This is an optimization exercise on Yosys and OpenROAD, whose aim is small area, not a production implementation.
At most, simulation tests tie the RTL to the original design; equivalence was not proved.
Function not checked in runs 1 and 2: the RTL went through the layout flow alone.
No activity file was given, so power comes from the tool's default toggle rates.

==> flow/config.mk <==
export PLATFORM = sky130hd
export DESIGN_NAME = crypt3_sha1
export DESIGN_NICKNAME = crypt3_sha1
export VERILOG_FILES = /design/flow/design.v
export SDC_FILE = /design/flow/constraint.sdc
export NUM_CORES = 4
export LEC_CHECK = 0
export CAP_MARGIN = 20
export CORE_MARGIN = 2
export CORE_UTILIZATION = 40
export GPL_TIMING_DRIVEN = 0
export PLACE_DENSITY = 0.6
export SLEW_MARGIN = 20
==> flow/constraint.sdc <==
create_clock -name core_clock -period 5.5 [get_ports {ck_gclkcx_crypt}]
set_input_delay 1.1000 -clock core_clock [delete_from_list [all_inputs] [get_ports {ck_gclkcx_crypt}]]
set_output_delay 1.1000 -clock core_clock [all_outputs]
set_load 0.01 [all_outputs]
==> flow/design.v <==
`default_nettype none
package crypt3_pkg;
  localparam int WORD_W = 32;
  typedef logic [WORD_W-1:0] word_t;
  typedef logic [4*WORD_W-1:0] quad_t;
  typedef enum logic [1:0] {
    op_none     = 2'd0,
    op_choose   = 2'd1,
    op_parity   = 2'd2,
    op_majority = 2'd3
  } sha1_op_e;
endpackage
`default_nettype wire
`timescale 1ns/1ps
`default_nettype none
module crypt3_issue_ctrl (
  input  wire                  ck_gclkcx_crypt,
  input  wire                  cx_reset3,
  input  wire                  ival_e1,
  input  wire                  sha1c_e1,
  input  wire                  sha1p_e1,
  input  wire                  sha1m_e1,
  input  crypt3_pkg::word_t    e_e1,
  input  crypt3_pkg::quad_t    qm_e1,
  input  wire                  ival_e2,
  output logic [2:0]           s_sel,
  output crypt3_pkg::word_t    s_e,
  output crypt3_pkg::word_t    s_w0,
  output crypt3_pkg::word_t    w1_q,
  output crypt3_pkg::word_t    w2_q,
  output crypt3_pkg::word_t    w3_q
);
  logic [2:0]           enc_sel;
  logic [2:0]           sel_q;
  crypt3_pkg::word_t    ew0_in;
  logic [3:0]           ew0_co;
  crypt3_pkg::word_t    ew0_q;
  logic [2:0]           ew0_cq;
  assign enc_sel = {sha1m_e1 & ~sha1p_e1 & ~sha1c_e1, sha1p_e1 & ~sha1c_e1, sha1c_e1};
  sha1_add_blk u_ew0 (.a(e_e1), .b(qm_e1[31:0]), .ci(4'd0), .s(ew0_in), .co(ew0_co));
  assign s_e   = ival_e1 ? e_e1 : ew0_q;
  assign s_w0  = ival_e1 ? qm_e1[31:0] : {7'd0, ew0_cq[2], 7'd0, ew0_cq[1], 7'd0, ew0_cq[0], 8'd0};
  assign s_sel = ival_e1 ? enc_sel : sel_q;
  always_ff @(posedge ck_gclkcx_crypt or posedge cx_reset3) begin
    if (cx_reset3) begin
      sel_q <= 3'd0;
    end else if (ival_e2) begin
      sel_q <= 3'd0;
    end else begin
      sel_q <= s_sel;
    end
  end
  always_ff @(posedge ck_gclkcx_crypt) begin
    if (ival_e1) begin
      ew0_q  <= ew0_in;
      ew0_cq <= ew0_co[2:0];
      w1_q <= qm_e1[63:32];
      w2_q <= qm_e1[95:64];
      w3_q <= qm_e1[127:96];
    end
  end
endmodule
`default_nettype wire
`timescale 1ns/1ps
`default_nettype none
module sha1_round (
  input  logic [2:0]           sel,
  input  crypt3_pkg::word_t    x,
  input  crypt3_pkg::word_t    y,
  input  crypt3_pkg::word_t    z,
  output crypt3_pkg::word_t    f
);
  crypt3_pkg::word_t par, maj, ch;
  logic is_c, is_p, is_m;
  assign is_c = sel[0];
  assign is_p = sel[1];
  assign is_m = sel[2];
  assign par = x ^ y ^ z;
  assign maj = (x & y) | (x & z) | (y & z);
  assign ch  = (x & y) | (~x & z);
  assign f = ({32{is_c}} & ch) | ({32{is_p}} & par) | ({32{is_m}} & maj);
endmodule
`default_nettype wire
`timescale 1ns/1ps
`default_nettype none
module sha1_round_stage (
  input  crypt3_pkg::word_t a,
  input  crypt3_pkg::word_t b,
  output crypt3_pkg::word_t s
);
  crypt3_pkg::word_t p, g, gg, pp;
  assign p = a ^ b;
  assign g = a & b;
  always_comb begin
    gg = g;
    pp = p;
    for (int l = 1; l < 32; l = l * 2) begin
      for (int k = 2 * l - 1; k < 32; k = k + 2 * l) begin
        gg[k] = gg[k] | (pp[k] & gg[k-l]);
        pp[k] = pp[k] & pp[k-l];
      end
    end
    for (int l = 8; l >= 1; l = l / 2) begin
      for (int k = 3 * l - 1; k < 32; k = k + 2 * l) begin
        gg[k] = gg[k] | (pp[k] & gg[k-l]);
        pp[k] = pp[k] & pp[k-l];
      end
    end
  end
  assign s = p ^ {gg[30:0], 1'b0};
endmodule
`default_nettype wire
`default_nettype none
module sha1_csa (
  input  crypt3_pkg::word_t a,
  input  crypt3_pkg::word_t b,
  input  crypt3_pkg::word_t c,
  output crypt3_pkg::word_t s,
  output crypt3_pkg::word_t cy
);
  crypt3_pkg::word_t m;
  assign s  = a ^ b ^ c;
  assign m  = (a & b) | (a & c) | (b & c);
  assign cy = {m[30:0], 1'b0};
endmodule
`default_nettype wire
`default_nettype none
module sha1_add_blk (
  input  crypt3_pkg::word_t a,
  input  crypt3_pkg::word_t b,
  input  logic [3:0]        ci,
  output crypt3_pkg::word_t s,
  output logic [3:0]        co
);
  logic [32:0] c;
  for (genvar i = 0; i < 32; i++) begin : g_bit
    logic cin;
    if (i % 8 == 0) begin : g_first
      assign cin = ci[i/8];
    end else begin : g_next
      assign cin = c[i];
    end
    assign s[i]   = a[i] ^ b[i] ^ cin;
    assign c[i+1] = (a[i] & b[i]) | (a[i] & cin) | (b[i] & cin);
  end
  assign co = {c[32], c[24], c[16], c[8]};
endmodule
`default_nettype wire
`default_nettype none
module sha1_add_fast (
  input  crypt3_pkg::word_t a,
  input  crypt3_pkg::word_t b,
  output crypt3_pkg::word_t s
);
  crypt3_pkg::word_t p, g, gg, pp, gn, pn;
  assign p = a ^ b;
  assign g = a & b;
  always_comb begin
    gg = g;
    pp = p;
    for (int l = 1; l < 32; l = l * 2) begin
      gn = gg;
      pn = pp;
      for (int k = 0; k < 32; k++) begin
        if ((k / l) % 2 == 1) begin
          gn[k] = gg[k] | (pp[k] & gg[(k / l) * l - 1]);
          pn[k] = pp[k] & pp[(k / l) * l - 1];
        end
      end
      gg = gn;
      pp = pn;
    end
  end
  assign s = p ^ {gg[30:0], 1'b0};
endmodule
`default_nettype wire
`timescale 1ns/1ps
`default_nettype none
module crypt3_sha1 (
  input  wire                ck_gclkcx_crypt,
  input  wire                cx_reset3,
  input  wire                ival_e1,
  input  wire                sha1c_e1,
  input  wire                sha1p_e1,
  input  wire                sha1m_e1,
  input  crypt3_pkg::quad_t  qn_e1,
  input  crypt3_pkg::quad_t  qm_e1,
  input  wire                ival_e2,
  input  crypt3_pkg::quad_t  qd_e2,
  output crypt3_pkg::quad_t  crypt3_out_e6,
  output logic               crypt3_active
);
  logic [2:0]           sel0;
  crypt3_pkg::word_t    e0, w0, w1_q, w2_q, w3_q;
  crypt3_issue_ctrl u_issue (
    .ck_gclkcx_crypt (ck_gclkcx_crypt),
    .cx_reset3       (cx_reset3),
    .ival_e1         (ival_e1),
    .sha1c_e1        (sha1c_e1),
    .sha1p_e1        (sha1p_e1),
    .sha1m_e1        (sha1m_e1),
    .e_e1            (qn_e1[31:0]),
    .qm_e1           (qm_e1),
    .ival_e2         (ival_e2),
    .s_sel           (sel0),
    .s_e             (e0),
    .s_w0            (w0),
    .w1_q            (w1_q),
    .w2_q            (w2_q),
    .w3_q            (w3_q)
  );
  crypt3_pkg::word_t a, b, c, d;
  assign a = qd_e2[127:96];
  assign b = qd_e2[95:64];
  assign c = qd_e2[63:32];
  assign d = qd_e2[31:0];
  crypt3_pkg::word_t f0, t0_n, t0_s1, t0_c1, t0_s2, t0_c2;
  sha1_round u_f0 (.sel(sel0), .x(b), .y(c), .z(d), .f(f0));
  sha1_csa u_t0a (.a({a[26:0], a[31:27]}), .b(e0), .c(w0), .s(t0_s1), .cy(t0_c1));
  sha1_csa u_t0b (.a(t0_s1), .b(t0_c1), .c(f0), .s(t0_s2), .cy(t0_c2));
  sha1_add_fast u_t0 (.a(t0_s2), .b(t0_c2), .s(t0_n));
  logic                 v1;
  logic [2:0]           sel1;
  crypt3_pkg::word_t    t0_1, a_1, b_1, c_1, d_1;
  always_ff @(posedge ck_gclkcx_crypt or posedge cx_reset3) begin
    if (cx_reset3) v1 <= 1'b0;
    else           v1 <= ival_e2;
  end
  always_ff @(posedge ck_gclkcx_crypt) begin
    sel1 <= sel0;
    t0_1 <= t0_n;
    a_1  <= a;
    b_1  <= b;
    c_1  <= c;
    d_1  <= d;
  end
  crypt3_pkg::word_t f1, f2, t1_n, y2_n, z3_n, t1_s1, t1_c1, t1_s, t1_c, y2_s, y2_c;
  sha1_round u_f1 (.sel(sel1), .x(a_1), .y({b_1[1:0], b_1[31:2]}), .z(c_1), .f(f1));
  sha1_round u_f2 (.sel(sel1), .x(t0_1), .y({a_1[1:0], a_1[31:2]}), .z({b_1[1:0], b_1[31:2]}), .f(f2));
  sha1_csa u_t1a (.a(f1), .b(d_1), .c(w1_q), .s(t1_s1), .cy(t1_c1));
  sha1_csa u_t1b (.a({t0_1[26:0], t0_1[31:27]}), .b(t1_s1), .c(t1_c1), .s(t1_s), .cy(t1_c));
  sha1_round_stage u_t1 (.a(t1_s), .b(t1_c), .s(t1_n));
  sha1_csa u_y2c (.a(f2), .b(c_1), .c(w2_q), .s(y2_s), .cy(y2_c));
  sha1_round_stage u_y2 (.a(y2_s), .b(y2_c), .s(y2_n));
  logic [3:0] z3_co;
  sha1_add_blk u_z3 (.a({b_1[1:0], b_1[31:2]}), .b(w3_q), .ci(4'd0), .s(z3_n), .co(z3_co));
  logic                 v2;
  logic [2:0]           sel2;
  crypt3_pkg::word_t    t0_2, t1_2, y2_2, a_2, z3_2;
  logic [2:0]           z3k_2;
  always_ff @(posedge ck_gclkcx_crypt or posedge cx_reset3) begin
    if (cx_reset3) v2 <= 1'b0;
    else           v2 <= v1;
  end
  always_ff @(posedge ck_gclkcx_crypt) begin
    sel2 <= sel1;
    t0_2 <= t0_1;
    t1_2 <= t1_n;
    y2_2 <= y2_n;
    a_2  <= a_1;
    z3_2 <= z3_n;
    z3k_2 <= z3_co[2:0];
  end
  crypt3_pkg::word_t f3, t2_n, y3_n;
  sha1_round u_f3 (.sel(sel2), .x(t1_2), .y({t0_2[1:0], t0_2[31:2]}), .z({a_2[1:0], a_2[31:2]}), .f(f3));
  sha1_round_stage u_t2 (.a({t1_2[26:0], t1_2[31:27]}), .b(y2_2), .s(t2_n));
  logic [3:0] y3_co;
  sha1_add_blk u_y3 (.a(f3), .b(z3_2), .ci({z3k_2, 1'b0}), .s(y3_n), .co(y3_co));
  logic              v3, empty3;
  crypt3_pkg::word_t t0_3, t1_3, t2_3, y3_3;
  logic [2:0]        y3k_3;
  always_ff @(posedge ck_gclkcx_crypt or posedge cx_reset3) begin
    if (cx_reset3) v3 <= 1'b0;
    else           v3 <= v2;
  end
  always_ff @(posedge ck_gclkcx_crypt) begin
    empty3 <= ~|sel2;
    t0_3   <= t0_2;
    t1_3   <= t1_2;
    t2_3   <= t2_n;
    y3_3   <= y3_n;
    y3k_3  <= y3_co[2:0];
  end
  crypt3_pkg::word_t t3_n, t3_s, t3_c;
  sha1_csa u_t3c (.a({t2_3[26:0], t2_3[31:27]}), .b(y3_3), .c({7'd0, y3k_3[2], 7'd0, y3k_3[1], 7'd0, y3k_3[0], 8'd0}), .s(t3_s), .cy(t3_c));
  sha1_round_stage u_t3 (.a(t3_s), .b(t3_c), .s(t3_n));
  logic              load3, hold3;
  crypt3_pkg::quad_t res3;
  assign load3 = v3 & ~empty3;
  assign hold3 = ~v3;
  assign res3  = {t3_n, t2_3, t1_3[1:0], t1_3[31:2], t0_3[1:0], t0_3[31:2]};
  always_ff @(posedge ck_gclkcx_crypt) begin
    crypt3_out_e6 <= ({128{load3}} & res3) | ({128{hold3}} & crypt3_out_e6);
  end
  assign crypt3_active = ival_e1 | ival_e2 | v1 | v2 | v3;
endmodule
`default_nettype wire
==> flow/flow/run.sh <==
#!/bin/bash
# The standard layout (standard.sh) with area-only changes:
#  - the standard synthesis runs unchanged; flow/polarity.py then removes the
#    inverters that Yosys' full-adder extraction leaves (exact rewrites, see the
#    script), and flow/equiv.ys proves the result equal to the standard
#    netlist at every port and flip-flop; if that proof fails the standard
#    netlist is used as it is
#  - port buffers are the smallest buffer (buf_1) instead of the resizer's pick
#  - the clock tree has no dummy loads and clusters more sinks per leaf buffer
# Each tool's output goes to its own log here: standard_synth.log,
# polarity.log, equiv.log, standard.log (and ORFS's own logs under orfs/logs).
set -u
export BUFFER_PORTS_ARGS="-buffer_cell sky130_fd_sc_hd__buf_1"
export CTS_ARGS="-sink_clustering_enable -repair_clock_nets -dont_use_dummy_load -sink_clustering_size 25 -sink_clustering_max_diameter 120"

R=orfs/results/$FLOW_PLATFORM/crypt3_sha1/base
LIB=$FLOW_HOME/platforms/$FLOW_PLATFORM/lib/sky130_fd_sc_hd__tt_025C_1v80.lib

bash standard.sh synth > standard_synth.log 2>&1 || exit 1

mkdir -p pol
cp $R/1_2_yosys.v pol/standard.v
if python3 flow/polarity.py "$LIB" pol/standard.v pol/clean.v > polarity.log 2>&1; then
  cp "$LIB" pol/lib.lib
  sed "s/^module $FLOW_TOP(/module gold(/" pol/standard.v > pol/gold.v
  sed "s/^module $FLOW_TOP(/module gate(/" pol/clean.v > pol/gate.v
  if (cd pol && yosys -q -l ../equiv.log ../flow/equiv.ys) > equiv_stdout.log 2>&1; then
    echo "using the cleaned netlist" >> polarity.log
    cp pol/clean.v $R/1_2_yosys.v
    rm -f $R/1_synth.odb $R/1_synth.sdc
  else
    echo "equivalence not proven, using the standard netlist" >> polarity.log
  fi
  rm -f pol/lib.lib
fi

bash standard.sh > standard.log 2>&1
==> flow/flow/equiv.ys <==
# proves the cleaned netlist (gate) equal to the standard synthesis (gold) at
# every port and flip-flop; internal net names are hidden so only those match
read_liberty -ignore_miss_func lib.lib
read_verilog gold.v
read_verilog gate.v
hierarchy -check
flatten gold gate
opt_clean
async2sync
rename -hide w:_*
opt_clean
equiv_make gold gate equiv
hierarchy -top equiv
equiv_simple
equiv_induct
equiv_status -assert
==> flow/flow/polarity.py <==
#!/usr/bin/env python3
"""Inverter clean-up for the flat sky130hd gate netlist that Yosys writes.

Yosys' full-adder extraction leaves many inverters around the fa cells. This
script removes every inverter between two internal nets and then puts back as
few as it can, using three exact rewrites:
  - a full adder is self-dual: fa(~a, ~b, ~c) gives (~sum, ~cout), so an fa can
    take all its inputs inverted and give its outputs inverted;
  - an XOR-type cell takes any input polarity and gives either output polarity
    (xor2 <-> xnor2, same area);
  - a cell whose every load wants its output inverted becomes its complement
    cell (nand2 <-> and2, a21oi <-> a21o, ...) when that is smaller than an
    inverter; the complement is found from the liberty functions.
Flip-flops and ports keep their connections and polarity, so the netlist
computes the same function at every port and flip-flop.

usage: polarity.py LIB IN.v OUT.v
"""
import itertools
import re
import sys
from collections import defaultdict

P = 'sky130_fd_sc_hd__'
INVS = {P + 'inv_1', P + 'inv_2'}
FA = {P + 'fa_1', P + 'fa_2', P + 'fa_4'}
XOR2 = (P + 'xor2_1', P + 'xnor2_1')
XOR3 = (P + 'xor3_1', P + 'xnor3_1')
INV_AREA = 3.7536


def truth(func, ins):
    e = func.replace('+', '|').replace('*', '&').replace(' ', '')
    e = re.sub(r'!(\w+)', r'(1^\1)', e)
    while '!(' in e:
        i = e.index('!(')
        depth, j = 0, i + 1
        while True:
            if e[j] == '(':
                depth += 1
            elif e[j] == ')':
                depth -= 1
                if depth == 0:
                    break
            j += 1
        e = e[:i] + '(1^' + e[i + 1:j + 1] + ')' + e[j + 1:]
    tt = []
    for vals in itertools.product((0, 1), repeat=len(ins)):
        tt.append(eval(e, {}, dict(zip(ins, vals))) & 1)
    return tuple(tt)


def read_lib(path):
    """cell -> (area, inputs, output pin, truth table); no table unless one
    combinational output"""
    txt = open(path).read()
    cells = {}
    heads = list(re.finditer(r'\n    cell \("(\w+)"\) \{', txt))
    for k, m in enumerate(heads):
        name = m.group(1)
        end = heads[k + 1].start() if k + 1 < len(heads) else len(txt)
        body = txt[m.end():end]
        am = re.search(r'\n        area : ([0-9.]+);', body)
        area = float(am.group(1)) if am else 0.0
        ins, outs = [], []
        for pm in re.finditer(r'\n        pin \("(\w+)"\) \{(.*?)\n        \}', body, re.S):
            pn, pb = pm.group(1), pm.group(2)
            d = re.search(r'direction : "(\w+)"', pb)
            if not d:
                continue
            if d.group(1) == 'input':
                ins.append(pn)
            elif d.group(1) == 'output':
                f = re.search(r'\n            function : "([^"]*)"', pb)
                outs.append((pn, f.group(1) if f else None))
        seq = re.search(r'\n        (ff|latch|statetable) ', body)
        if len(outs) != 1 or outs[0][1] is None or seq:
            cells[name] = (area, tuple(sorted(ins)), None, None)
        else:
            cells[name] = (area, tuple(sorted(ins)), outs[0][0],
                           truth(outs[0][1], sorted(ins)))
    return cells


def main():
    lib, src, dst = sys.argv[1], sys.argv[2], sys.argv[3]
    cl = read_lib(lib)
    # complement cell: same inputs, complemented function, smallest area
    by_fn = defaultdict(list)
    for n, (a, ins, o, tt) in cl.items():
        if tt is not None and n.startswith(P) and not any(
                s in n for s in ('lpflow', 'clk', 'probe', 'dly', 'buf', 'inv')):
            by_fn[(ins, tt)].append((a, n))
    comp = {}
    for n, (a, ins, o, tt) in cl.items():
        if tt is None:
            continue
        c = by_fn.get((ins, tuple(1 - t for t in tt)))
        if c:
            comp[n] = min(c)[1]

    text = open(src).read()
    m = re.search(r'^module .*?;\n', text, re.M | re.S)
    head_end = m.end()
    body = text[head_end:]
    inst_re = re.compile(r'^  (sky130_fd_sc_hd__\w+) (\\\S+ |\S+) \(\n(.*?)\n  \);\n', re.M | re.S)
    pin_re = re.compile(r'\.(\w+)\((.*?)\)(?:,|$)', re.M)
    cells, spans = [], []
    for mm in inst_re.finditer(body):
        conns = {}
        for pm in pin_re.finditer(mm.group(3)):
            conns[pm.group(1)] = pm.group(2).strip()
        cells.append({'type': mm.group(1), 'name': mm.group(2), 'pins': conns})
        spans.append((mm.start(), mm.end()))
    rest, pos = [], 0
    for a, b in spans:
        rest.append(body[pos:a])
        pos = b
    tail = body[pos:]
    decls = ''.join(rest)
    for line in (decls + tail).splitlines():
        s = line.strip()
        if s and not (s.startswith('wire ') or s.startswith('input ') or s.startswith('output ')
                      or s == 'endmodule' or s.startswith('/*')):
            sys.exit('netlist has a statement this script does not handle: ' + s)
    ports = set()
    for pm in re.finditer(r'^\s*(input|output)\s+(\[(\d+):(\d+)\]\s+)?(\S+);', text, re.M):
        nm = pm.group(5)
        if pm.group(2):
            hi, lo = int(pm.group(3)), int(pm.group(4))
            for i in range(min(hi, lo), max(hi, lo) + 1):
                ports.add('%s[%d]' % (nm, i))
        else:
            ports.add(nm)

    def outpins(c):
        t = c['type']
        if t in FA or t.startswith(P + 'ha_'):
            return ('SUM', 'COUT')
        info = cl.get(t)
        if info and info[2]:
            return (info[2],)
        return tuple(p for p in c['pins'] if p in ('Q', 'Q_N', 'X', 'Y', 'HI', 'LO'))

    driver = {}
    for ci, c in enumerate(cells):
        if c['type'] not in cl:
            sys.exit('unknown cell ' + c['type'])
        for p in outpins(c):
            if p in c['pins']:
                driver[c['pins'][p]] = (ci, p)

    inv_of, removed = {}, set()
    for ci, c in enumerate(cells):
        if c['type'] in INVS:
            a, y = c['pins']['A'], c['pins']['Y']
            if y in ports or "'" in a:
                continue
            inv_of[y] = a
            removed.add(ci)

    def base(n):
        pol, k = 0, 0
        while n in inv_of:
            n, pol, k = inv_of[n], pol ^ 1, k + 1
            if k > 1000:
                sys.exit('inverter loop')
        return n, pol

    need = {}
    consumers = defaultdict(list)
    for ci, c in enumerate(cells):
        if ci in removed:
            continue
        ops = set(outpins(c))
        for p, n in c['pins'].items():
            if p in ops or p == 'CLK' or "'" in n:
                continue
            b, pol = base(n)
            need[(ci, p)] = [b, pol]
            consumers[b].append((ci, p))

    kind = {}
    for ci, c in enumerate(cells):
        if ci in removed:
            continue
        if c['type'] in FA:
            kind[ci] = 'fa'
        elif c['type'] in XOR2 or c['type'] in XOR3:
            kind[ci] = 'xor'
    flip = defaultdict(int)

    def drv_flip(b):
        d = driver.get(b)
        return flip[d[0]] if d is not None and d[0] in kind else 0

    def pin_pol(ci, p):
        b, pol = need[(ci, p)]
        if kind.get(ci) == 'fa':
            pol ^= flip[ci]
        return pol ^ drv_flip(b)

    def swap_delta(b):
        if b in ports:
            return None
        d = driver.get(b)
        if d is None or d[0] in kind or d[0] in removed:
            return None
        t = cells[d[0]]['type']
        if t not in comp or len(outpins(cells[d[0]])) != 1:
            return None
        return cl[comp[t]][0] - cl[t][0]

    def pols(b):
        inv1 = inv0 = False
        for ci, p in consumers[b]:
            if kind.get(ci) == 'xor':
                continue
            if pin_pol(ci, p):
                inv1 = True
            else:
                inv0 = True
        return inv1, inv0

    def net_cost(b):
        inv1, inv0 = pols(b)
        if not inv1:
            return 0.0
        if not inv0:
            sd = swap_delta(b)
            if sd is not None and sd < INV_AREA:
                return sd
        return INV_AREA

    def nets_of(ci):
        c = cells[ci]
        s = set()
        if kind.get(ci) == 'fa':
            for p in ('A', 'B', 'CIN'):
                if (ci, p) in need:
                    s.add(need[(ci, p)][0])
        for p in outpins(c):
            if p in c['pins']:
                s.add(c['pins'][p])
        return s

    all_nets = set(consumers)
    before = sum(net_cost(b) for b in all_nets)
    rounds, improved = 0, True
    while improved and rounds < 50:
        improved, rounds = False, rounds + 1
        for ci in list(kind):
            ns = nets_of(ci)
            c0 = sum(net_cost(b) for b in ns)
            flip[ci] ^= 1
            c1 = sum(net_cost(b) for b in ns)
            if c1 < c0 - 1e-9:
                improved = True
            else:
                flip[ci] ^= 1
    after = sum(net_cost(b) for b in all_nets)

    swap, inv_needed = set(), []
    for b in sorted(all_nets):
        inv1, inv0 = pols(b)
        if not inv1:
            continue
        sd = swap_delta(b) if not inv0 else None
        if sd is not None and sd < INV_AREA:
            swap.add(b)
        else:
            inv_needed.append(b)
    newinv = {b: '_pol_%d_' % i for i, b in enumerate(inv_needed)}

    out_cells = []
    area_delta = 0.0
    for ci, c in enumerate(cells):
        if ci in removed:
            area_delta -= cl[c['type']][0]
            continue
        typ = c['type']
        pins = dict(c['pins'])
        ops = outpins(c)
        if kind.get(ci) == 'xor':
            pair = XOR2 if typ in XOR2 else XOR3
            par = 1 if typ == pair[1] else 0
            for p in ('A', 'B', 'C'):
                if (ci, p) in need:
                    b, pol = need[(ci, p)]
                    par ^= pol ^ drv_flip(b) ^ (1 if b in swap else 0)
                    pins[p] = b
            par ^= flip[ci]
            onet = pins.pop(ops[0])
            typ = pair[1] if par else pair[0]
            pins[cl[typ][2]] = onet
        else:
            for p in list(pins):
                if (ci, p) not in need:
                    continue
                b = need[(ci, p)][0]
                want = pin_pol(ci, p) ^ (1 if b in swap else 0)
                pins[p] = newinv[b] if want else b
            if len(ops) == 1 and pins.get(ops[0]) in swap:
                onet = pins.pop(ops[0])
                nt = comp[typ]
                area_delta += cl[nt][0] - cl[typ][0]
                typ = nt
                pins[cl[typ][2]] = onet
        out_cells.append((typ, c['name'], pins))
    for b, y in newinv.items():
        out_cells.append((P + 'inv_1', '_polinv' + y, {'A': b, 'Y': y}))
        area_delta += INV_AREA

    lines = [text[:head_end], decls]
    for y in newinv.values():
        lines.append('  wire %s;\n' % y)
    for typ, name, pins in out_cells:
        ps = ',\n'.join('    .%s(%s)' % (p, n + ' ' if n.startswith('\\') else n)
                        for p, n in pins.items())
        lines.append('  %s %s (\n%s\n  );\n' % (typ, name, ps))
    lines.append(tail)
    open(dst, 'w').write(''.join(lines))
    print('removed %d inverters, added %d, swapped %d cells to their complement; '
          'cost %.1f -> %.1f; area change %.1f um2; %d rounds'
          % (len(removed), len(newinv), len(swap), before, after, area_delta, rounds))


if __name__ == '__main__':
    main()
==> flow/standard.sh <==
#!/bin/bash
# synth_recipe.tcl (not shown) runs the flow's synth.tcl, then flattens the netlist and writes it again
# the make line also repeats each setting of config.mk as NAME=value (left out here)
make -C /OpenROAD-flow-scripts/flow DESIGN_CONFIG=/design/flow/config.mk WORK_HOME=/design/flow/orfs CLKGATE_MAP_FILE= SYNTH_SCRIPT=/design/flow/synth_recipe.tcl "${@:-finish}"
==> results of run 1 <==
==> through the flow <==
step	TNS [ns]	hold slack, ns	util [%]	instances
CTS	0	0.389	45.2	4411
global route	-0.146	0.350	45.4	4423
global placement	-452.46	0.357	43.9	4371
detailed placement	-51.88	0.354	44.0	4375
finish	-0.00137	0.363	45.4	4429
floorplan	0	0.329	-	2783
==> worst min path at each step <==
stage,start,end,slack [ns],depth (start not counted)
after floorplan,sel1[0]$_DFF_P_,sel2[0]$_DFF_P_,0.33,0
after global placement,v1$_DFF_PP0_,v2$_DFF_PP0_,0.36,0
after detailed placement,sel1[2]$_DFF_P_,sel2[2]$_DFF_P_,0.35,0
after CTS,v1$_DFF_PP0_,v2$_DFF_PP0_,0.39,0
after global routing,a_1[8]$_DFF_P_,a_2[8]$_DFF_P_,0.35,0
final,a_1[8]$_DFF_P_,a_2[8]$_DFF_P_,0.36,0
==> what timing repair did <==
item	CTS	global route
endpoints found under the setup margin	40	9
gates cloned	0	1
resized for setup	85	35
buffers inserted	5	1
pin swaps	15	8
==> report_power, final <==
group / switching, W / internal (W) / total, W
registers: 0.00170 / 0.00714 / 0.00883
logic: 0.00610 / 0.00496 / 0.0111
clock network: 0.00168 / 0.00115 / 0.00283
total: 0.00949 / 0.0132 / 0.0227
==> layout by cell type, fill, tap and decap left out, drive strengths merged, types with 3 or more instances in the layout <==
cell    count
and2       31
nor3       16
o211ai     13
a31o        3
xor2       57
or3         3
nor2       42
inv       303
nand4       6
clkbuf    107
diode      17
dfxtp     589
buf       445
nor2b      12
mux2      135
o22ai     113
o21a        8
xnor2      46
edfxtp    131
a211oi      6
a21boi      3
nand2     173
fa        433
nand3      16
a21oi      49
nand3b      3
or2         6
a222oi    127
ha        185
o21ai      76
mux2i       4
nand2b     12
and3        5
dfrtp       6
a21o       57
o21bai      5
==> layout make-up <==
class / instances / area (um^2)
clock buffer: 35 / 876
tap: 1165 / 1460
fill: 8260 / 48400
sequential: 726 / 15900
antenna: 17 / 42.5
buffer: 84 / 377
inverter: 303 / 1140
multi-input combinational: 1666 / 18600
timing repair buffer: 433 / 1740
==> worst reg2reg max path, delay by kind of cell, from the launching register on <==
kind,cells,cell delay (ns)
AO/OA/AOI/OAI,9,1.95
XOR/XNOR,4,0.73
adder cells (fa/ha/maj),5,2.10
buffers and inverters,1,0.13
flip-flops,1,0.48
==> routing by layer <==
metal / vias to the layer above / global-route usage [%]
met3: 156 / 4.70
met2: 752 / 40.2
met4: 44 / 6.47
met1: 11572 / 32.1
li1: 10535 / -
met5: - / 0
==> run_summary.xml, run 1 <==
<?xml version="1.0" encoding="UTF-8"?>
<metrics>
  <group name="critical_path">
    <metric name="reg2reg_setup_slack" unit="ns">-0.001</metric>
    <metric name="critical_path.cell_chain" unit="">fa_1, a222oi_1, inv_1, fa_1, fa_1, ha_1, a21o_1, a21o_1, a21oi_2, a21oi_2, o311ai_4, o21ai_2, a41oi_2, o21ai_2, fa_1, xnor2_1, xnor2_1, xnor2_2, xnor2_2</metric>
    <metric name="worst_ep_arrival_time" unit="ns">5.98</metric>
    <metric name="cp-start-kind" unit="">register</metric>
    <metric name="worst-r2r-cell-count" unit="">19</metric>
    <metric name="critical_path_peak_fanout" unit="">5</metric>
    <metric name="r2r_start" unit="">b_1[9]$_DFF_P_</metric>
    <metric name="critPathCaptureType" unit="">register</metric>
    <metric name="critical-path-top-cell-by-count" unit="">fa_1</metric>
    <metric name="critical_path_class" unit="">reg2reg</metric>
    <metric name="setup.worst_path.end" unit="">t1_2[31]$_DFF_P_</metric>
    <metric name="critical_path_required" unit="ns">5.98</metric>
    <metric name="family_with_the_most_delay_on_the_worst_path" unit="">adder cells</metric>
    <metric name="timing.critical_path.from" unit="">b_1[9]$_DFF_P_</metric>
    <metric name="critical-path-slowest-cell" unit="">dfxtp_2</metric>
    <metric name="timing.rr.end" unit="">t1_2[31]$_DFF_P_</metric>
    <metric name="cp_num_cells" unit="">19</metric>
    <metric name="critical_path.max_stage_delay" unit="ns">0.48</metric>
    <metric name="worstPathBufferInverterCount" unit="">1</metric>
  </group>
  <group name="layout">
    <metric name="regMostFlops" unit="">crypt3_out_e6</metric>
    <metric name="finalNetCount" unit="">4258</metric>
    <metric name="stdcell_area" unit="um^2">40200</metric>
    <metric name="share_of_cells_above_drive_strength_1" unit="%">8.53</metric>
    <metric name="syn2layout_area_growth" unit="%">12.2</metric>
    <metric name="largest_register_ffs" unit="">128</metric>
  </group>
  <group name="clock_tree">
    <metric name="clock_insertion_delay_at_the_later_pin_of_the_skew_report" unit="ns">0.61</metric>
    <metric name="cts-root-buf" unit="">clkbuf_16</metric>
    <metric name="clock-sinks" unit="">726</metric>
    <metric name="cts_htree_levels" unit="">2</metric>
    <metric name="clock_tree_buf_depth" unit="">3</metric>
    <metric name="cts_buffers" unit="">35</metric>
    <metric name="cts_tree" unit="">yes</metric>
    <metric name="cts.reportedPaths.clkPinSlew" unit="ns">0.11</metric>
    <metric name="hold_buffers" unit="">0</metric>
  </group>
  <group name="grt">
    <metric name="groute.usage.overall" unit="%">24.1</metric>
    <metric name="antenna_found_initial" unit="">38</metric>
    <metric name="number_of_global_route_vias_before_repair" unit="">23617</metric>
    <metric name="grt_pass1_wl" unit="um">159000</metric>
    <metric name="maximum_number_of_pins_on_one_net_before_global_route_repair" unit="">33</metric>
    <metric name="globalRoute.totalOverflow" unit="">0</metric>
  </group>
  <group name="timing">
    <metric name="final-setup-viol-count" unit="">1</metric>
    <metric name="final.setup_skew" unit="ns">0.101</metric>
    <metric name="post-route-worst-setup-slack" unit="ns">-0.00137</metric>
    <metric name="unrepaired_setup_endpoints_after_global_routing" unit="">true</metric>
    <metric name="period_minus_slack" unit="ns">5.50</metric>
    <metric name="timing.final.hold_violations" unit="">0</metric>
    <metric name="worstMarginPinSlew" unit="ns">1.13</metric>
    <metric name="slew_violations" unit="">0</metric>
    <metric name="maxClockFrequency" unit="MHz">182</metric>
    <metric name="max-slew-margin-rel" unit="%">25.0</metric>
    <metric name="post-route-period-util" unit="%">100</metric>
  </group>
  <group name="power">
    <metric name="peakVddDrop" unit="mV">0.257</metric>
    <metric name="leakagePower" unit="nW">16.8</metric>
    <metric name="total_power" unit="W">0.0227</metric>
    <metric name="cellPowerDensity" unit="nW/um^2">566</metric>
  </group>
  <group name="yosys">
    <metric name="netlist_instances" unit="">2783</metric>
    <metric name="syn_avg_cell_area" unit="um^2">12.9</metric>
    <metric name="mappedNetlistNets" unit="">3792</metric>
    <metric name="synth-warning-count" unit="">4</metric>
    <metric name="netlist_area" unit="um^2">35800</metric>
  </group>
  <group name="worst_hold_path">
    <metric name="min_path_type" unit="">reg2reg</metric>
  </group>
  <group name="detailed_routing">
    <metric name="routed_via_density" unit="">5.21</metric>
    <metric name="postRouteAntennaNets" unit="">0</metric>
    <metric name="detail_route.wl_per_cell" unit="um">25.1</metric>
    <metric name="initialDrtViolationCount" unit="">1960</metric>
    <metric name="wirelength" unit="um">111000</metric>
    <metric name="drt_first_pass_iters" unit="">7</metric>
    <metric name="num_vias" unit="">23059</metric>
    <metric name="drt_drc_violations_left" unit="">0</metric>
    <metric name="routed-wl-met2" unit="um">53500</metric>
    <metric name="wl_met1" unit="um">47000</metric>
    <metric name="routed.top_layer" unit="">met5</metric>
    <metric name="met3_length" unit="um">7470</metric>
  </group>
  <group name="place">
    <metric name="detail_placement_hpwl" unit="um">94600</metric>
    <metric name="dpl_worst_slack" unit="ns">-2.28</metric>
    <metric name="place.port_buffers" unit="">423</metric>
    <metric name="post_dp_cell_area" unit="um^2">38900</metric>
    <metric name="gpl.final_weighted_congestion" unit="">0.895</metric>
  </group>
  <group name="floorplanning">
    <metric name="die-height" unit="um">303</metric>
    <metric name="die_area" unit="um^2">91900</metric>
    <metric name="die_width" unit="um">303</metric>
    <metric name="placeableCoreArea" unit="um^2">88500</metric>
    <metric name="std_cell_rows" unit="">109</metric>
    <metric name="initial_utilization" unit="%">40.4</metric>
    <metric name="top_level_ports" unit="">520</metric>
  </group>
  <group name="status">
    <metric name="violations" unit="">setup timing</metric>
    <metric name="run_status" unit="">failed layout checks</metric>
  </group>
  <group name="run">
    <metric name="cap_viol_max_count" unit="">0</metric>
  </group>
</metrics>
==> run 2: changes to the inputs <==
--- a/flow/config.mk
+++ b/flow/config.mk
@@ -7,7 +7,7 @@
 export LEC_CHECK = 0
 export CAP_MARGIN = 20
 export CORE_MARGIN = 2
-export CORE_UTILIZATION = 40
+export CORE_UTILIZATION = 50
 export GPL_TIMING_DRIVEN = 0
-export PLACE_DENSITY = 0.6
+export PLACE_DENSITY = 0.65
 export SLEW_MARGIN = 20
==> run_summary.xml, run 2 <==
<?xml version="1.0" encoding="UTF-8"?>
<metrics>
  <group name="status">
    <metric name="run_status" unit="">failed layout checks</metric>
    <metric name="violations" unit="">setup timing</metric>
  </group>
  <group name="run">
    <metric name="cap_viol_max_count" unit="">0</metric>
  </group>
  <group name="place">
    <metric name="dpl_worst_slack" unit="ns">-1.78</metric>
    <metric name="detail_placement_hpwl" unit="um">93100</metric>
    <metric name="post_dp_cell_area" unit="um^2">38700</metric>
    <metric name="place.port_buffers" unit="">423</metric>
    <metric name="gpl.final_weighted_congestion" unit="">0.912</metric>
  </group>
  <group name="floorplanning">
    <metric name="placeableCoreArea" unit="um^2">71200</metric>
    <metric name="std_cell_rows" unit="">98</metric>
    <metric name="die_area" unit="um^2">73800</metric>
    <metric name="die_width" unit="um">272</metric>
    <metric name="top_level_ports" unit="">520</metric>
    <metric name="initial_utilization" unit="%">50.2</metric>
    <metric name="die-height" unit="um">272</metric>
  </group>
  <group name="critical_path">
    <metric name="critical_path_class" unit="">reg2reg</metric>
    <metric name="critical_path_required" unit="ns">5.99</metric>
    <metric name="worstPathBufferInverterCount" unit="">1</metric>
    <metric name="critical_path.cell_chain" unit="">fa_1, a222oi_1, inv_1, fa_2, fa_2, ha_4, a211oi_4, o21ai_2, o2111ai_4, a21oi_4, o311ai_4, o21ai_2, a41oi_2, o21ai_2, fa_2, xnor2_2, xnor2_2, xnor2_2, xnor2_1</metric>
    <metric name="cp-start-kind" unit="">register</metric>
    <metric name="critical_path_peak_fanout" unit="">5</metric>
    <metric name="worst_ep_arrival_time" unit="ns">6.00</metric>
    <metric name="family_with_the_most_delay_on_the_worst_path" unit="">adder cells</metric>
    <metric name="critPathCaptureType" unit="">register</metric>
    <metric name="critical_path.max_stage_delay" unit="ns">0.62</metric>
    <metric name="critical-path-slowest-cell" unit="">fa_2</metric>
  </group>
  <group name="layout">
    <metric name="largest_register_ffs" unit="">128</metric>
    <metric name="ff_latch_area" unit="um^2">16000</metric>
    <metric name="share_of_cells_above_drive_strength_1" unit="%">9.35</metric>
    <metric name="finalNetCount" unit="">4264</metric>
    <metric name="fillers" unit="">6064</metric>
    <metric name="syn2layout_area_growth" unit="%">11.6</metric>
    <metric name="most_frequent_cells_in_the_layout" unit="">535 x dfxtp_1, 429 x buf_1, 428 x fa_1, 303 x inv_1, 181 x ha_1</metric>
    <metric name="multiInputGateArea" unit="um^2">18600</metric>
    <metric name="stdcell_area" unit="um^2">40000</metric>
    <metric name="regMostFlops" unit="">crypt3_out_e6</metric>
    <metric name="final_common_cell" unit="">dfxtp_1</metric>
    <metric name="final_core_utilization" unit="%">56.1</metric>
  </group>
  <group name="detailed_routing">
    <metric name="drt_first_pass_iters" unit="">6</metric>
    <metric name="drt_drc_violations_left" unit="">0</metric>
    <metric name="routed_via_density" unit="">5.58</metric>
    <metric name="num_vias" unit="">23473</metric>
    <metric name="wirelength" unit="um">109000</metric>
    <metric name="detail_route.wl_per_cell" unit="um">26.0</metric>
    <metric name="postRouteAntennaNets" unit="">0</metric>
    <metric name="initialDrtViolationCount" unit="">2260</metric>
  </group>
  <group name="clock_tree">
    <metric name="cts_tree" unit="">yes</metric>
    <metric name="cts.reportedPaths.clkPinSlew" unit="ns">0.11</metric>
    <metric name="cts_htree_levels" unit="">2</metric>
    <metric name="clock_insertion_delay_at_the_later_pin_of_the_skew_report" unit="ns">0.60</metric>
    <metric name="cts_buffers" unit="">35</metric>
    <metric name="cts-root-buf" unit="">clkbuf_16</metric>
    <metric name="clock_tree_buf_depth" unit="">3</metric>
    <metric name="hold_buffers" unit="">0</metric>
    <metric name="clock-sinks" unit="">726</metric>
  </group>
  <group name="yosys">
    <metric name="mappedNetlistNets" unit="">3792</metric>
    <metric name="synth-warning-count" unit="">4</metric>
    <metric name="netlist_instances" unit="">2783</metric>
    <metric name="syn_avg_cell_area" unit="um^2">12.9</metric>
    <metric name="netlist_area" unit="um^2">35800</metric>
  </group>
  <group name="timing">
    <metric name="period_minus_slack" unit="ns">5.51</metric>
    <metric name="post-route-worst-setup-slack" unit="ns">-0.00898</metric>
    <metric name="worstMarginPinSlew" unit="ns">0.897</metric>
    <metric name="maxClockFrequency" unit="MHz">182</metric>
    <metric name="max-slew-margin-rel" unit="%">40.2</metric>
    <metric name="timing.final.hold_violations" unit="">0</metric>
    <metric name="final.setup_skew" unit="ns">0.0581</metric>
    <metric name="unrepaired_setup_endpoints_after_global_routing" unit="">true</metric>
    <metric name="final-setup-viol-count" unit="">1</metric>
    <metric name="post-route-period-util" unit="%">100</metric>
    <metric name="slew_violations" unit="">0</metric>
  </group>
  <group name="grt">
    <metric name="maximum_number_of_pins_on_one_net_before_global_route_repair" unit="">39</metric>
    <metric name="globalRoute.totalOverflow" unit="">0</metric>
    <metric name="antenna_found_initial" unit="">11</metric>
    <metric name="number_of_global_route_vias_before_repair" unit="">24516</metric>
    <metric name="groute.usage.overall" unit="%">29.5</metric>
    <metric name="grt_pass1_wl" unit="um">158000</metric>
  </group>
  <group name="power">
    <metric name="leakagePower" unit="nW">16.8</metric>
    <metric name="cellPowerDensity" unit="nW/um^2">578</metric>
    <metric name="peakVddDrop" unit="mV">0.289</metric>
  </group>
  <group name="worst_hold_path">
    <metric name="min_path_type" unit="">reg2reg</metric>
  </group>
</metrics>
## run 2: routing by layer
layer  wire (um)  track usage, %
met5          27               0
met4        3550            9.09
met3        7320            4.67
met2       50800            47.6
met1       47600            41.3
## run 2: power by group
part	switching (W)	total [W]	internal, W
combinational	0.00631	0.0114	0.00510
sequential	0.00173	0.00886	0.00714
clock	0.00166	0.00281	0.00115
total	0.00969	0.0231	0.0134
## run 2: cell type report
cell class,instances,share of cell area (%)
multi-input cells,1666,46.6
plain buffers,84,0.902
well taps,950,2.97
diodes,4,0.0250
inverters,303,2.85
clock buffers,35,2.19
repair buffers,439,4.44
flip-flops and latches,726,40.0
## run 2: per-stage QoR
stage	total power, W	setup TNS [ns]	instances	hold slack (ns)
2_1_floorplan	0.0155	0	2783	0.329
3_3_place_gp	0.0196	-364.25	4156	0.348
3_5_place_dp	0.0199	-35.90	4160	0.351
4_1_cts	0.0228	-0.164	4197	0.362
5_1_grt	0.0247	-0.163	4205	0.387
6_report	0.0231	-0.00898	4207	0.387
## run 2: path summary, 6_finish.rpt
kind                            cells past startpoint  slack (ns)            from                          to
min in group asynchronous                           2        0.47       cx_reset3                v3$_DFF_PP0_
worst min register to register                      0        0.39    v2$_DFF_PP0_                v3$_DFF_PP0_
max in group asynchronous                           2        4.85       cx_reset3  u_issue.sel_q[2]$_DFF_PP0_
worst min-delay path                                0        0.39    v2$_DFF_PP0_                v3$_DFF_PP0_
worst max-delay path                               19      -0.009  a_1[2]$_DFF_P_            t1_2[31]$_DFF_P_
worst max register to register                     19      -0.009  a_1[2]$_DFF_P_            t1_2[31]$_DFF_P_
## run 2: what timing repair did
action	in CTS	in global routing
gates resized for setup	64	83
setup buffers	3	8
endpoints found under the setup margin	35	5
pin swaps	8	24
==> run 3: changes to the inputs <==
--- a/flow/design.v
+++ b/flow/design.v
@@ -237,8 +237,8 @@
   crypt3_pkg::word_t f1, f2, t1_n, y2_n, z3_n, t1_s1, t1_c1, t1_s, t1_c, y2_s, y2_c;
   sha1_round u_f1 (.sel(sel1), .x(a_1), .y({b_1[1:0], b_1[31:2]}), .z(c_1), .f(f1));
   sha1_round u_f2 (.sel(sel1), .x(t0_1), .y({a_1[1:0], a_1[31:2]}), .z({b_1[1:0], b_1[31:2]}), .f(f2));
-  sha1_csa u_t1a (.a(f1), .b(d_1), .c(w1_q), .s(t1_s1), .cy(t1_c1));
-  sha1_csa u_t1b (.a({t0_1[26:0], t0_1[31:27]}), .b(t1_s1), .c(t1_c1), .s(t1_s), .cy(t1_c));
+  sha1_csa u_t1a (.a({t0_1[26:0], t0_1[31:27]}), .b(d_1), .c(w1_q), .s(t1_s1), .cy(t1_c1));
+  sha1_csa u_t1b (.a(t1_s1), .b(t1_c1), .c(f1), .s(t1_s), .cy(t1_c));
   sha1_round_stage u_t1 (.a(t1_s), .b(t1_c), .s(t1_n));
   sha1_csa u_y2c (.a(f2), .b(c_1), .c(w2_q), .s(y2_s), .cy(y2_c));
   sha1_round_stage u_y2 (.a(y2_s), .b(y2_c), .s(y2_n));
--- a/flow/config.mk
+++ b/flow/config.mk
@@ -7,7 +7,7 @@
 export LEC_CHECK = 0
 export CAP_MARGIN = 20
 export CORE_MARGIN = 2
-export CORE_UTILIZATION = 50
+export CORE_UTILIZATION = 40
 export GPL_TIMING_DRIVEN = 0
-export PLACE_DENSITY = 0.65
+export PLACE_DENSITY = 0.6
 export SLEW_MARGIN = 20
==> run_summary.xml, run 3 <==
<?xml version="1.0" encoding="UTF-8"?>
<metrics>
  <group name="detailed_routing">
    <metric name="routed_via_density" unit="">5.16</metric>
    <metric name="drt_first_pass_iters" unit="">9</metric>
    <metric name="num_vias" unit="">22841</metric>
    <metric name="initialDrtViolationCount" unit="">1898</metric>
    <metric name="detail_route.wl_per_cell" unit="um">25.0</metric>
    <metric name="wirelength" unit="um">111000</metric>
    <metric name="drt_drc_violations_left" unit="">0</metric>
    <metric name="postRouteAntennaNets" unit="">0</metric>
  </group>
  <group name="critical_path">
    <metric name="timing.rr.end" unit="">t1_2[31]$_DFF_P_</metric>
    <metric name="critical_path_peak_fanout" unit="">13</metric>
    <metric name="reg2reg_setup_slack" unit="ns">0.22</metric>
    <metric name="critical_path_class" unit="">in2reg</metric>
    <metric name="critPathCaptureType" unit="">register</metric>
    <metric name="worst_ep_arrival_time" unit="ns">5.83</metric>
    <metric name="cp-start-kind" unit="">input pin</metric>
    <metric name="r2r_start" unit="">a_1[13]$_DFF_P_</metric>
    <metric name="worst-r2r-cell-count" unit="">17</metric>
    <metric name="critical_path_required" unit="ns">6.00</metric>
  </group>
  <group name="floorplanning">
    <metric name="initial_utilization" unit="%">40.4</metric>
    <metric name="std_cell_rows" unit="">109</metric>
    <metric name="placeableCoreArea" unit="um^2">88600</metric>
    <metric name="die_area" unit="um^2">92000</metric>
    <metric name="die_width" unit="um">303</metric>
    <metric name="top_level_ports" unit="">520</metric>
    <metric name="die-height" unit="um">303</metric>
  </group>
  <group name="timing">
    <metric name="timing.final.hold_violations" unit="">0</metric>
    <metric name="slew_violations" unit="">0</metric>
    <metric name="max-slew-margin-rel" unit="%">31.6</metric>
    <metric name="final-setup-viol-count" unit="">0</metric>
    <metric name="post-route-period-util" unit="%">96.8</metric>
    <metric name="final.setup_skew" unit="ns">0.0614</metric>
    <metric name="period_minus_slack" unit="ns">5.32</metric>
    <metric name="post-route-worst-setup-slack" unit="ns">0.177</metric>
    <metric name="setup_total_negative_slack" unit="ns">0</metric>
    <metric name="maxClockFrequency" unit="MHz">188</metric>
    <metric name="worstMarginPinSlew" unit="ns">1.03</metric>
  </group>
  <group name="grt">
    <metric name="grt_util_met1" unit="%">31.0</metric>
    <metric name="grt_pass1_wl" unit="um">158000</metric>
    <metric name="met3_track_usage_gr" unit="%">4.91</metric>
    <metric name="maximum_number_of_pins_on_one_net_before_global_route_repair" unit="">34</metric>
    <metric name="groute.usage.overall" unit="%">23.9</metric>
    <metric name="number_of_global_route_vias_before_repair" unit="">23505</metric>
    <metric name="grt.busiest_layer" unit="">met2</metric>
    <metric name="use_met2" unit="%">40.1</metric>
    <metric name="globalRoute.totalOverflow" unit="">0</metric>
    <metric name="antenna_found_initial" unit="">25</metric>
  </group>
  <group name="layout">
    <metric name="final_core_utilization" unit="%">45.4</metric>
    <metric name="regMostFlops" unit="">crypt3_out_e6</metric>
    <metric name="share_of_cells_above_drive_strength_1" unit="%">7.83</metric>
    <metric name="syn2layout_area_growth" unit="%">12.2</metric>
    <metric name="most_frequent_cells_in_the_layout" unit="">564 x dfxtp_1, 431 x fa_1, 428 x buf_1, 310 x inv_1, 184 x ha_1</metric>
    <metric name="final_common_cell" unit="">dfxtp_1</metric>
    <metric name="largest_register_ffs" unit="">128</metric>
    <metric name="finalNetCount" unit="">4267</metric>
    <metric name="post_layout_nonfiller_instances" unit="">4430</metric>
  </group>
  <group name="worst_hold_path">
    <metric name="hp-start" unit="">v2$_DFF_PP0_</metric>
    <metric name="holdPathEnd" unit="">v3$_DFF_PP0_</metric>
    <metric name="min_path_type" unit="">reg2reg</metric>
    <metric name="min_path_cells" unit="">0</metric>
  </group>
  <group name="power">
    <metric name="cellPowerDensity" unit="nW/um^2">576</metric>
    <metric name="peakVddDrop" unit="mV">0.222</metric>
    <metric name="leakagePower" unit="nW">16.9</metric>
    <metric name="total_power" unit="W">0.0232</metric>
  </group>
  <group name="place">
    <metric name="dp_cells" unit="">4380</metric>
    <metric name="detail_placement_hpwl" unit="um">94100</metric>
    <metric name="dpl_worst_slack" unit="ns">-2.01</metric>
    <metric name="place.port_buffers" unit="">423</metric>
    <metric name="gpl.final_weighted_congestion" unit="">0.916</metric>
  </group>
  <group name="clock_tree">
    <metric name="clock_tree_buf_depth" unit="">3</metric>
    <metric name="cts_htree_levels" unit="">2</metric>
    <metric name="cts-root-buf" unit="">clkbuf_16</metric>
    <metric name="cts_tree" unit="">yes</metric>
    <metric name="clock_insertion_delay_at_the_later_pin_of_the_skew_report" unit="ns">0.60</metric>
    <metric name="clock-sinks" unit="">726</metric>
    <metric name="cts.reportedPaths.clkPinSlew" unit="ns">0.09</metric>
    <metric name="cts_buffers" unit="">35</metric>
  </group>
  <group name="yosys">
    <metric name="mappedNetlistNets" unit="">3796</metric>
    <metric name="netlist_area" unit="um^2">35800</metric>
    <metric name="syn_avg_cell_area" unit="um^2">12.9</metric>
    <metric name="netlist_instances" unit="">2787</metric>
    <metric name="synth-warning-count" unit="">4</metric>
  </group>
  <group name="run">
    <metric name="cap_viol_max_count" unit="">0</metric>
  </group>
  <group name="status">
    <metric name="run_status" unit="">no timing/DRC/antenna violations</metric>
  </group>
</metrics>
## run 3: routing by layer
| layer | vias up | share of wire (%) |
|---|---|---|
| li1 | 10552 | - |
| met5 | - | 0.15 |
| met3 | 170 | 6.4 |
| met4 | 26 | 3.5 |
| met1 | 11388 | 42 |
| met2 | 705 | 48 |
## run 3: critical path, cell delays in order
cell,delay [ns]
buf_8,0.17
buf_16,0.17
mux2_4,0.38
clkbuf_2,0.26
a222oi_1,0.49
inv_1,0.13
fa_1,0.49
ha_1,0.26
nor4_1,0.23
o21ai_1,0.14
and4_1,0.25
a2111o_2,0.57
a2111oi_4,0.42
nor3_2,0.12
a2111oi_4,0.42
xnor2_2,0.18
## run 3: timing repair
action                                  4_1_cts  5_1_grt
setup buffers                                 2        7
pin swaps                                     4       10
hold buffers                                  0        0
resized for setup                            55       30
endpoints found under the setup margin       27       11
cloned                                        1        1
## run 3: report_power, final
group,leakage [nW],total [W],internal [W],switching (W)
combinational,10.2,0.0115,0.00517,0.00631
clock,0.431,0.00284,0.00115,0.00169
sequential,6.31,0.00885,0.00715,0.00171
total,16.9,0.0232,0.0135,0.00970
## run 3: per-stage QoR
| stage | hold slack, ns | cell area (um^2) |
|---|---|---|
| 2_1_floorplan | 0.329 | 35800 |
| 3_5_place_dp | 0.353 | 39000 |
| 6_report | 0.361 | 40200 |
| 4_1_cts | 0.362 | 40000 |
| 3_3_place_gp | 0.360 | 38900 |
| 5_1_grt | 0.383 | 40200 |
## run 3: final cells by class
| cell class | instances | area [um^2] |
|---|---|---|
| Clock buffer | 35 | 876 |
| Inverter | 311 | 1170 |
| Sequential cell | 726 | 15900 |
| Antenna cell | 9 | 22.5 |
| Fill cell | 8331 | 48400 |
| Timing Repair Buffer | 438 | 1810 |
| Tap cell | 1165 | 1460 |
| Buffer | 85 | 377 |
| Multi-Input combinational cell | 1661 | 18600 |
## run 3: worst max path at each step
stage                         start          endpoint  slack, ns
finish                      ival_e1  t0_1[31]$_DFF_P_       0.18
global placement            ival_e1  t0_1[31]$_DFF_P_      -7.06
global route        a_1[13]$_DFF_P_  t1_2[31]$_DFF_P_      -0.02
CTS                         ival_e1  t0_1[31]$_DFF_P_      -0.09
floorplan                   ival_e1  t0_1[31]$_DFF_P_       0.08
detailed placement          ival_e1  t0_1[31]$_DFF_P_      -2.01

==> separate check: timing with driven ports <==
The flow's constraints put no driver on any port. The routed layouts listed below were extracted and timed again, unchanged, in two steps.
Step 1: set_driving_cell puts a clkbuf_16 on ck_gclkcx_crypt and a buf_2 on each other input, an assumption about the parent block.
Step 2, shift: input delay + t, output delay - t, t = (earliest + latest rising clock arrival at the registers) / 2. This alone moves slack from input paths to output paths.
Three values: no drivers, after step 1, after step 2; two values: the first two.
run | shift t [ns] | setup WS [ns] | hold slack, ns | worst register clock-pin slew, ns
run 1 | 0.620 | -0.001 / -0.001 / -0.494 | 0.363 / 0.363 / 0.363 | 0.11 / 0.11
run 2 | 0.635 | -0.009 / -0.009 / -0.388 | 0.387 / 0.387 / 0.387 | 0.11 / 0.11
run 3 | 0.627 | 0.177 / 0.180 / -0.447 | 0.361 / 0.361 / 0.361 | 0.11 / 0.11
Met with ideal ports but missed after step 2: setup timing in run 3. The setup slack of run 3, which loses most, moves by +0.003 ns with the drivers and by -0.624 ns with both steps.
